This is an optimization exercise on Yosys and OpenROAD, whose aim is small area, a short achievable clock period and few clock cycles per item, not a production implementation.
Power and IR drop assume default switching activity.

==> run H: inputs <==
==> flow/design.v <==
package mexp_pkg;
	localparam int OPERAND_WIDTH = 32;
	localparam int FIELD_W = 32;
	localparam int RES_W = OPERAND_WIDTH + 1;
	localparam int LOW_W = 27;
	localparam int TOP_W = 8;
endpackage
module mexp_lane
(
	input logic [mexp_pkg::TOP_W-1:0] te,
	input logic [1:0] p,
	input logic [mexp_pkg::LOW_W-1:0] ls,
	input logic [mexp_pkg::LOW_W-1:0] lc,
	input logic b,
	input logic [mexp_pkg::TOP_W-1:0] c0,
	input logic [mexp_pkg::TOP_W-1:0] cm1,
	input logic [mexp_pkg::TOP_W-1:0] cm2,
	input logic [mexp_pkg::TOP_W-1:0] cp1,
	input logic [mexp_pkg::TOP_W-1:0] cp2,
	input logic [mexp_pkg::LOW_W-1:0] a_low,
	input logic [mexp_pkg::OPERAND_WIDTH-1:0] m,
	input logic q_force,
	input logic q_add,
	output logic [mexp_pkg::TOP_W-1:0] te_next,
	output logic [1:0] p_next,
	output logic [mexp_pkg::LOW_W-1:0] ls_next,
	output logic [mexp_pkg::LOW_W-1:0] lc_next
);
	localparam int L = mexp_pkg::LOW_W;
	localparam int TW = mexp_pkg::TOP_W;
	logic pos, p2, neg, n2;
	logic sp1, sp2, sm1, sm2, sz;
	always_comb begin
		pos = !te[7];
		if (m[30] || m[29]) begin
			p2 = !te[7] && (te[6] || te[5]);
		end else begin
			p2 = !te[7] && (te[6] || te[5] || (te[4] && te[3]));
		end
		neg = te[7] && !(te[6] && te[5] && te[4]);
		if (m[30]) begin
			n2 = te[7] && !(te[6] && (te[5] || te[4]));
		end else begin
			n2 = te[7] && !(te[6] && te[5]);
		end
		sp2 = !q_force && p2;
		sp1 = !q_force && pos && !p2;
		sm2 = !q_force && n2;
		sm1 = q_force ? q_add : (neg && !n2);
		sz = !sp1 && !sp2 && !sm1 && !sm2;
	end
	logic [L-1:0] bal, x, y, s1, c1f, c1, qml, s2, c2f;
	always_comb begin
		bal = b ? a_low : '0;
		x = {ls[L-2:0], 1'b0};
		y = {lc[L-2:0], 1'b0};
		s1 = x ^ y ^ bal;
		c1f = (x & y) | (x & bal) | (y & bal);
		c1 = {c1f[L-2:0], 1'b0};
		qml = (~m[L-1:0] & {L{sp1}}) | (~{m[L-2:0], 1'b0} & {L{sp2}})
			| (m[L-1:0] & {L{sm1}}) | ({m[L-2:0], 1'b0} & {L{sm2}});
		s2 = s1 ^ c1 ^ qml;
		c2f = (s1 & c1) | (s1 & qml) | (c1 & qml);
		ls_next = s2;
		lc_next = {c2f[L-2:0], sp1 || sp2};
		p_next = {c1f[L-1] & c2f[L-1], c1f[L-1] ^ c2f[L-1]};
	end
	logic [2:0] u;
	logic [TW-1:0] tu, t0, tm1, tm2, tp1, tp2;
	always_comb begin
		u = {p, 1'b0} + {2'b00, ls[L-1]} + {2'b00, lc[L-1]};
		tu = {te[TW-2:0], 1'b0} + {{(TW-4){1'b0}}, u, 1'b0};
		t0 = tu + c0;
		tm1 = tu + cm1;
		tm2 = tu + cm2;
		tp1 = tu + cp1;
		tp2 = tu + cp2;
		te_next = (tp2 & {TW{sp2}}) | (tp1 & {TW{sp1}}) | (tm2 & {TW{sm2}}) | (tm1 & {TW{sm1}})
			| (t0 & {TW{sz}});
	end
endmodule
module modular_exponentiation_core
(
	input logic clk,
	input logic arst_n,
	input logic cfg_valid,
	output logic cfg_ready,
	input logic [mexp_pkg::FIELD_W-1:0] cfg_modulus,
	input logic req_valid,
	output logic req_ready,
	input logic [mexp_pkg::FIELD_W-1:0] req_message,
	input logic [mexp_pkg::FIELD_W-1:0] req_exponent,
	output logic rsp_valid,
	input logic rsp_ready,
	output logic [mexp_pkg::FIELD_W-1:0] rsp_power_mod
);
	localparam int N = mexp_pkg::OPERAND_WIDTH;
	localparam int RW = mexp_pkg::RES_W;
	localparam int L = mexp_pkg::LOW_W;
	localparam int TW = mexp_pkg::TOP_W;
	localparam int AW = RW - L;     
	typedef enum logic [3:0] {
		S_IDLE,    
		S_PREP,    
		S_INIT,    
		S_RED,     
		S_CRED,    
		S_SCAN,    
		S_SQR,     
		S_MUL,     
		S_CMUL,    
		S_FIX,     
		S_DBL,     
		S_CFIX,    
		S_SHR,     
		S_ONE,     
		S_ZERO,    
		S_RSP      
	} state_t;
	state_t state_q, state_d, state_n, nxt_q, nxt_d;
	logic ready_q, ready_d;
	logic rsp_valid_q, rsp_valid_d;
	logic cfg_ready_q;
	logic m_def_q;     
	logic m_norm_q;    
	logic sq_q;        
	logic fixed_q;     
	logic [N-1:0] m_q;
	logic [4:0] k_q;
	logic [RW-1:0] ac_q;    
	logic [RW-1:0] x_q;     
	logic [N:0] e_q;        
	logic [4:0] cnt_q;
	logic b_q;              
	logic bn_q;             
	logic [TW-1:0] te_q, te_step;
	logic [1:0] p_q, p_step;
	logic [L-1:0] ls_q, lc_q, ls_step, lc_step;
	logic [TW-1:0] cm1, cm2, cp1, cp2, c0;
	logic init_q, qf_q;
	logic [TW-1:0] ah;
	assign ah = {{(TW-AW){ac_q[RW-1]}}, ac_q[RW-1:L]};
	assign c0 = bn_q ? ah : '0;
	mexp_lane u_lane (
		.te (te_q),
		.p (p_q),
		.ls (ls_q),
		.lc (lc_q),
		.b (b_q),
		.c0 (c0),
		.cm1 (cm1),
		.cm2 (cm2),
		.cp1 (cp1),
		.cp2 (cp2),
		.a_low (ac_q[L-1:0]),
		.m (m_q),
		.q_force (qf_q),
		.q_add (ac_q[RW-1]),
		.te_next (te_step),
		.p_next (p_step),
		.ls_next (ls_step),
		.lc_next (lc_step)
	);
	function automatic logic [RW-1:0] add_bk(input logic [RW-1:0] x1, input logic [RW-1:0] x2);
		logic [RW-1:0] g, pr, gg, pp, c;
		g = x1 & x2;
		pr = x1 ^ x2;
		gg = g;
		pp = pr;
		for (int d = 1; d < RW; d = d * 2) begin
			for (int i = 2 * d - 1; i < RW; i = i + 2 * d) begin
				gg[i] = gg[i] | (pp[i] & gg[i-d]);
				pp[i] = pp[i] & pp[i-d];
			end
		end
		for (int d = 16; d >= 1; d = d / 2) begin
			for (int i = 3 * d - 1; i < RW; i = i + 2 * d) begin
				gg[i] = gg[i] | (pp[i] & gg[i-d]);
				pp[i] = pp[i] & pp[i-d];
			end
		end
		c = {gg[RW-2:0], 1'b0};
		add_bk = pr ^ c;
	endfunction
	logic [RW-1:0] v;
	assign v = add_bk({te_q[AW:1], ls_q}, {{(AW-2){1'b0}}, p_q, lc_q});
	logic e_top, e_rest_zero, e_last;
	assign e_top = e_q[N];
	assign e_rest_zero = e_q[N-1:0] == '0;
	assign e_last = e_q[N-1] && (e_q[N-2:0] == '0);
	logic m_zero;
	assign m_zero = m_q == '0;
	logic [4:0] cnt_dec, cnt_dec2;
	assign cnt_dec = cnt_q - 5'd1;
	assign cnt_dec2 = cnt_q - 5'd2;
	logic [N-1:0] ac_lo, x_lo;
	logic bit_nn;
	assign ac_lo = ac_q[N-1:0];
	assign x_lo = x_q[N-1:0];
	assign bit_nn = cnt_q > 5'd1 && (sq_q ? ac_lo[cnt_dec2] : x_lo[cnt_dec2]);
	always_comb begin
		state_d = state_q;
		nxt_d = nxt_q;
		ready_d = 1'b0;
		rsp_valid_d = rsp_valid_q && !rsp_ready;
		case (state_q)
			S_IDLE: ;
			S_PREP: begin
				if (m_norm_q && !m_def_q) begin
					state_d = S_INIT;
					if (m_zero || k_q == 5'd31) begin
						nxt_d = S_ZERO;
					end else begin
						nxt_d = S_RED;
					end
				end
			end
			S_INIT: state_d = nxt_q;
			S_RED: state_d = S_CRED;
			S_CRED: begin
				if (!e_top) begin
					state_d = S_SCAN;
				end else begin
					state_d = S_INIT;
					if (e_rest_zero) begin
						nxt_d = S_ONE;
					end else if (e_last) begin
						nxt_d = S_FIX;
					end else begin
						nxt_d = S_SQR;
					end
				end
			end
			S_SCAN: begin
				if (e_top) begin
					state_d = S_INIT;
					nxt_d = S_RED;
				end
			end
			S_SQR, S_MUL: begin
				if (cnt_q == 5'd0) begin
					state_d = S_CMUL;
				end
			end
			S_CMUL: begin
				state_d = S_INIT;
				if (sq_q && e_top) begin
					nxt_d = S_MUL;
				end else if (e_last) begin
					nxt_d = S_FIX;
				end else begin
					nxt_d = S_SQR;
				end
			end
			S_ONE: begin
				state_d = S_INIT;
				nxt_d = S_FIX;
			end
			S_FIX: begin
				if (k_q != 5'd0 && !fixed_q) begin
					state_d = S_DBL;
				end else begin
					state_d = S_CFIX;
				end
			end
			S_DBL: begin
				if (cnt_q == 5'd1) begin
					state_d = S_CFIX;
				end
			end
			S_CFIX: begin
				if (k_q != 5'd0 && !fixed_q) begin
					state_d = S_INIT;
					nxt_d = S_FIX;
				end else if (k_q != 5'd0) begin
					state_d = S_SHR;
				end else begin
					state_d = S_RSP;
					rsp_valid_d = 1'b1;
				end
			end
			S_SHR: begin
				if (cnt_q == 5'd1) begin
					state_d = S_RSP;
					rsp_valid_d = 1'b1;
				end
			end
			S_ZERO: begin
				state_d = S_RSP;
				rsp_valid_d = 1'b1;
			end
			S_RSP: ;
			default: state_d = S_IDLE;
		endcase
		state_n = state_d;
		if (state_q == S_IDLE) begin
			if (req_valid && ready_q) begin
				state_d = S_PREP;
			end else begin
				ready_d = 1'b1;
			end
		end
		if (state_q == S_RSP && rsp_ready) begin
			state_d = S_IDLE;
			ready_d = 1'b1;
		end
	end
	logic i_neg, i_b1, i_b2, i_one;
	logic [TW-1:0] i_h, i_te;
	always_comb begin
		i_neg = 1'b0;
		i_b1 = 1'b0;
		i_b2 = 1'b0;
		case (nxt_q)
			S_SQR: begin
				i_neg = ac_q[RW-1];
				i_b1 = ac_q[N-1];
				i_b2 = ac_q[N-2];
			end
			S_MUL: begin
				i_neg = x_q[RW-1];
				i_b1 = x_q[N-1];
				i_b2 = x_q[N-2];
			end
			S_RED, S_FIX: i_b1 = 1'b1;
			default: ;
		endcase
		i_one = nxt_q == S_ONE;
		i_h = i_neg ? ~ah : '0;
		i_te = {i_h[TW-2:0], 1'b0} + (i_b1 ? ah : '0);
	end
	logic [TW-1:0] k1, k2, cs_m1, cs_m2, cs_p1, cs_p2;
	always_comb begin
		k1 = {{(TW-(N-L)){1'b0}}, m_q[N-1:L]};
		k2 = {{(TW-(N-L+1)){1'b0}}, m_q[N-1:L-1]};
		cs_m1 = {k1[TW-2:0], 1'b0} + ah;
		cs_m2 = {k2[TW-2:0], 1'b0} + ah;
		cs_p1 = {~k1[TW-2:0], 1'b0} + ah;
		cs_p2 = {~k2[TW-2:0], 1'b0} + ah;
		cm1 = (cs_m1 & {TW{bn_q}}) | ({k1[TW-2:0], 1'b0} & {TW{!bn_q}});
		cm2 = (cs_m2 & {TW{bn_q}}) | ({k2[TW-2:0], 1'b0} & {TW{!bn_q}});
		cp1 = (cs_p1 & {TW{bn_q}}) | ({~k1[TW-2:0], 1'b0} & {TW{!bn_q}});
		cp2 = (cs_p2 & {TW{bn_q}}) | ({~k2[TW-2:0], 1'b0} & {TW{!bn_q}});
	end
	always_ff @(posedge clk or negedge arst_n) begin
		if (!arst_n) begin
			state_q <= S_IDLE;
			ready_q <= 1'b0;
			rsp_valid_q <= 1'b0;
			cfg_ready_q <= 1'b0;
			m_def_q <= 1'b1;
			m_norm_q <= 1'b0;
		end else begin
			state_q <= state_d;
			ready_q <= ready_d;
			rsp_valid_q <= rsp_valid_d;
			cfg_ready_q <= cfg_valid && !cfg_ready_q && state_q == S_IDLE;
			if (cfg_ready_q) begin
				m_def_q <= 1'b0;
				m_norm_q <= 1'b0;
			end else if (state_q == S_PREP) begin
				if (m_def_q) begin
					m_def_q <= 1'b0;
					m_norm_q <= 1'b1;
				end else if (m_q[N-1] || m_zero) begin
					m_norm_q <= 1'b1;
				end
			end
		end
	end
	always_ff @(posedge clk) begin
		nxt_q <= nxt_d;
		if (cfg_ready_q) begin
			m_q <= cfg_modulus;
			k_q <= '0;
		end else if (state_q == S_PREP && m_def_q) begin
			m_q <= 32'h8000_0000;
			k_q <= 5'd30;
		end else if (state_q == S_PREP && !m_norm_q && !m_q[N-1] && !m_zero) begin
			m_q <= m_q << 1;
			k_q <= k_q + 5'd1;
		end
		if (state_q == S_IDLE) begin
			ac_q <= {1'b0, req_message};
		end else if (state_q == S_CRED || state_q == S_CMUL || state_q == S_CFIX || state_q == S_ONE) begin
			ac_q <= v;
		end
		if (state_q == S_CRED || state_q == S_ZERO || (state_q == S_CFIX && (fixed_q || k_q == 5'd0))) begin
			x_q <= v;
		end else if (state_q == S_SHR) begin
			x_q <= x_q >> 1;
		end
		if (state_q == S_IDLE) begin
			e_q <= {req_exponent, 1'b1};
		end else if ((state_q == S_SCAN || state_q == S_PREP || state_q == S_RED
				|| (state_q == S_INIT && nxt_q == S_RED)) && !e_top) begin
			e_q <= e_q << 1;
		end else if (state_q == S_CRED && e_top && !e_rest_zero) begin
			e_q <= e_q << 1;
		end else if (state_q == S_CMUL && !(sq_q && e_top)) begin
			e_q <= e_q << 1;
		end
		if (init_q) begin
			te_q <= i_te;
			p_q <= '0;
			ls_q <= i_neg ? ~ac_q[L-1:0] : '0;
			lc_q <= {{(L-1){1'b0}}, i_neg || i_one};
		end else begin
			te_q <= te_step;
			p_q <= p_step;
			ls_q <= ls_step;
			lc_q <= lc_step;
		end
		if (state_q == S_SQR || state_q == S_MUL || state_q == S_DBL || state_q == S_SHR) begin
			cnt_q <= cnt_dec;
		end else if (state_q == S_FIX || state_q == S_CFIX) begin
			cnt_q <= k_q;
		end else begin
			cnt_q <= 5'd31;
		end
		init_q <= state_n == S_INIT;
		qf_q <= state_n == S_FIX;
		if (state_q == S_INIT) begin
			b_q <= i_b1;
			bn_q <= i_b2;
		end else if (state_q == S_SQR || state_q == S_MUL) begin
			b_q <= bn_q;
			bn_q <= bit_nn;
		end else begin
			b_q <= 1'b0;
			bn_q <= 1'b0;
		end
		if (state_q == S_CRED || state_q == S_CMUL) begin
			sq_q <= nxt_d == S_SQR;
		end
		if (state_q == S_IDLE) begin
			fixed_q <= 1'b0;
		end else if (state_q == S_CFIX) begin
			fixed_q <= 1'b1;
		end
	end
	assign cfg_ready = cfg_ready_q;
	assign req_ready = ready_q;
	assign rsp_valid = rsp_valid_q;
	assign rsp_power_mod = x_q[N-1:0];
endmodule
==> flow/run.sh <==
#!/bin/bash
# synth_recipe.tcl (not shown) runs the flow's synth.tcl, then flattens the netlist and writes it again
# the make line also repeats each setting of config.mk as NAME=value (left out here)
make -C /OpenROAD-flow-scripts/flow DESIGN_CONFIG=/design/flow/config.mk WORK_HOME=/design/flow/orfs CLKGATE_MAP_FILE= SYNTH_SCRIPT=/design/flow/synth_recipe.tcl finish
==> flow/config.mk <==
export PLATFORM = sky130hd
export DESIGN_NAME = modular_exponentiation_core
export DESIGN_NICKNAME = modular_exponentiation_core
export VERILOG_FILES = /design/flow/design.v
export SDC_FILE = /design/flow/constraint.sdc
export NUM_CORES = 4
export LEC_CHECK = 0
export CAP_MARGIN = 20
export CORE_MARGIN = 2
export CORE_UTILIZATION = 40
export SETUP_SLACK_MARGIN = 4.3
export SLEW_MARGIN = 20
==> flow/constraint.sdc <==
create_clock -name core_clock -period 8.0 [get_ports {clk}]
set_input_delay 1.6000 -clock core_clock [delete_from_list [all_inputs] [get_ports {clk}]]
set_output_delay 1.6000 -clock core_clock [all_outputs]
set_load 0.01 [all_outputs]
==> run K (differences from run H) <==
--- a/flow/design.v
+++ b/flow/design.v
@@ -136,7 +136,7 @@
 	logic [TW-1:0] te_q, te_step;
 	logic [1:0] p_q, p_step;
 	logic [L-1:0] ls_q, lc_q, ls_step, lc_step;
-	logic [TW-1:0] cm1, cm2, cp1, cp2, c0;
+	logic [TW-1:0] cm1_q, cm2_q, cp1_q, cp2_q, c0;
 	logic init_q, qf_q;
 	logic [TW-1:0] ah;
 	assign ah = {{(TW-AW){ac_q[RW-1]}}, ac_q[RW-1:L]};
@@ -148,10 +148,10 @@
 		.lc (lc_q),
 		.b (b_q),
 		.c0 (c0),
-		.cm1 (cm1),
-		.cm2 (cm2),
-		.cp1 (cp1),
-		.cp2 (cp2),
+		.cm1 (cm1_q),
+		.cm2 (cm2_q),
+		.cp1 (cp1_q),
+		.cp2 (cp2_q),
 		.a_low (ac_q[L-1:0]),
 		.m (m_q),
 		.q_force (qf_q),
@@ -330,6 +330,7 @@
 		i_te = {i_h[TW-2:0], 1'b0} + (i_b1 ? ah : '0);
 	end
 	logic [TW-1:0] k1, k2, cs_m1, cs_m2, cs_p1, cs_p2;
+	logic cbit;
 	always_comb begin
 		k1 = {{(TW-(N-L)){1'b0}}, m_q[N-1:L]};
 		k2 = {{(TW-(N-L+1)){1'b0}}, m_q[N-1:L-1]};
@@ -337,10 +338,13 @@
 		cs_m2 = {k2[TW-2:0], 1'b0} + ah;
 		cs_p1 = {~k1[TW-2:0], 1'b0} + ah;
 		cs_p2 = {~k2[TW-2:0], 1'b0} + ah;
-		cm1 = (cs_m1 & {TW{bn_q}}) | ({k1[TW-2:0], 1'b0} & {TW{!bn_q}});
-		cm2 = (cs_m2 & {TW{bn_q}}) | ({k2[TW-2:0], 1'b0} & {TW{!bn_q}});
-		cp1 = (cs_p1 & {TW{bn_q}}) | ({~k1[TW-2:0], 1'b0} & {TW{!bn_q}});
-		cp2 = (cs_p2 & {TW{bn_q}}) | ({~k2[TW-2:0], 1'b0} & {TW{!bn_q}});
+		if (state_q == S_INIT) begin
+			cbit = i_b2;
+		end else if (state_q == S_SQR || state_q == S_MUL) begin
+			cbit = bit_nn;
+		end else begin
+			cbit = 1'b0;
+		end
 	end
 	always_ff @(posedge clk or negedge arst_n) begin
 		if (!arst_n) begin
@@ -411,6 +415,10 @@
 			ls_q <= ls_step;
 			lc_q <= lc_step;
 		end
+		cm1_q <= (cs_m1 & {TW{cbit}}) | ({k1[TW-2:0], 1'b0} & {TW{!cbit}});
+		cm2_q <= (cs_m2 & {TW{cbit}}) | ({k2[TW-2:0], 1'b0} & {TW{!cbit}});
+		cp1_q <= (cs_p1 & {TW{cbit}}) | ({~k1[TW-2:0], 1'b0} & {TW{!cbit}});
+		cp2_q <= (cs_p2 & {TW{cbit}}) | ({~k2[TW-2:0], 1'b0} & {TW{!cbit}});
 		if (state_q == S_SQR || state_q == S_MUL || state_q == S_DBL || state_q == S_SHR) begin
 			cnt_q <= cnt_dec;
 		end else if (state_q == S_FIX || state_q == S_CFIX) begin
--- a/flow/config.mk
+++ b/flow/config.mk
@@ -8,5 +8,5 @@
 export CAP_MARGIN = 20
 export CORE_MARGIN = 2
 export CORE_UTILIZATION = 40
-export SETUP_SLACK_MARGIN = 4.3
+export SETUP_SLACK_MARGIN = 4.9
 export SLEW_MARGIN = 20
==> summary of the runs <==
Run K finished with timing, DRC and antenna clean. Run H ran to the end with no violations. Clock power is about the same in run K and run H. Between run H and run K, the lower worst hold slack is in run K (gap 0.014 ns). In run H the combinational power is smaller than in run K, by 5.5%. Against run K, the non-clock buffer count of run H is lower by 41. Cell area: run H is lower than run K (4.8%). Of run K and run H, run K has the higher register-to-register slack (gap 0.34 ns).
Function was not checked in any run of this note: the RTL went through the layout flow alone.

-- separate check: timing with driven ports --
Ports are ideal in the flow. The routed layouts listed here were re-timed in OpenROAD.
Step 1 sets driving cells, clkbuf_16 on the clock port and buf_2 on the other inputs (assumed; they add their load-dependent delay and slew).
Step 2 times the ports against the registers' clock, not the clock port: input delays grow and output delays shrink by t, the midpoint of the rising clock arrivals with the driver on.
Three values: no drivers, after step 1, after step 2; two values: the first two.
run | t (ns) | setup slack, ns | worst setup path after step 2 | worst register clock-pin slew, ns
run H | 0.621 | 4.400 / 4.400 / 4.400 | register to register | 0.06 / 0.06
run K | 0.629 | 4.745 / 4.745 / 4.745 | register to register | 0.06 / 0.06
After both steps setup and hold are still met in every run listed.
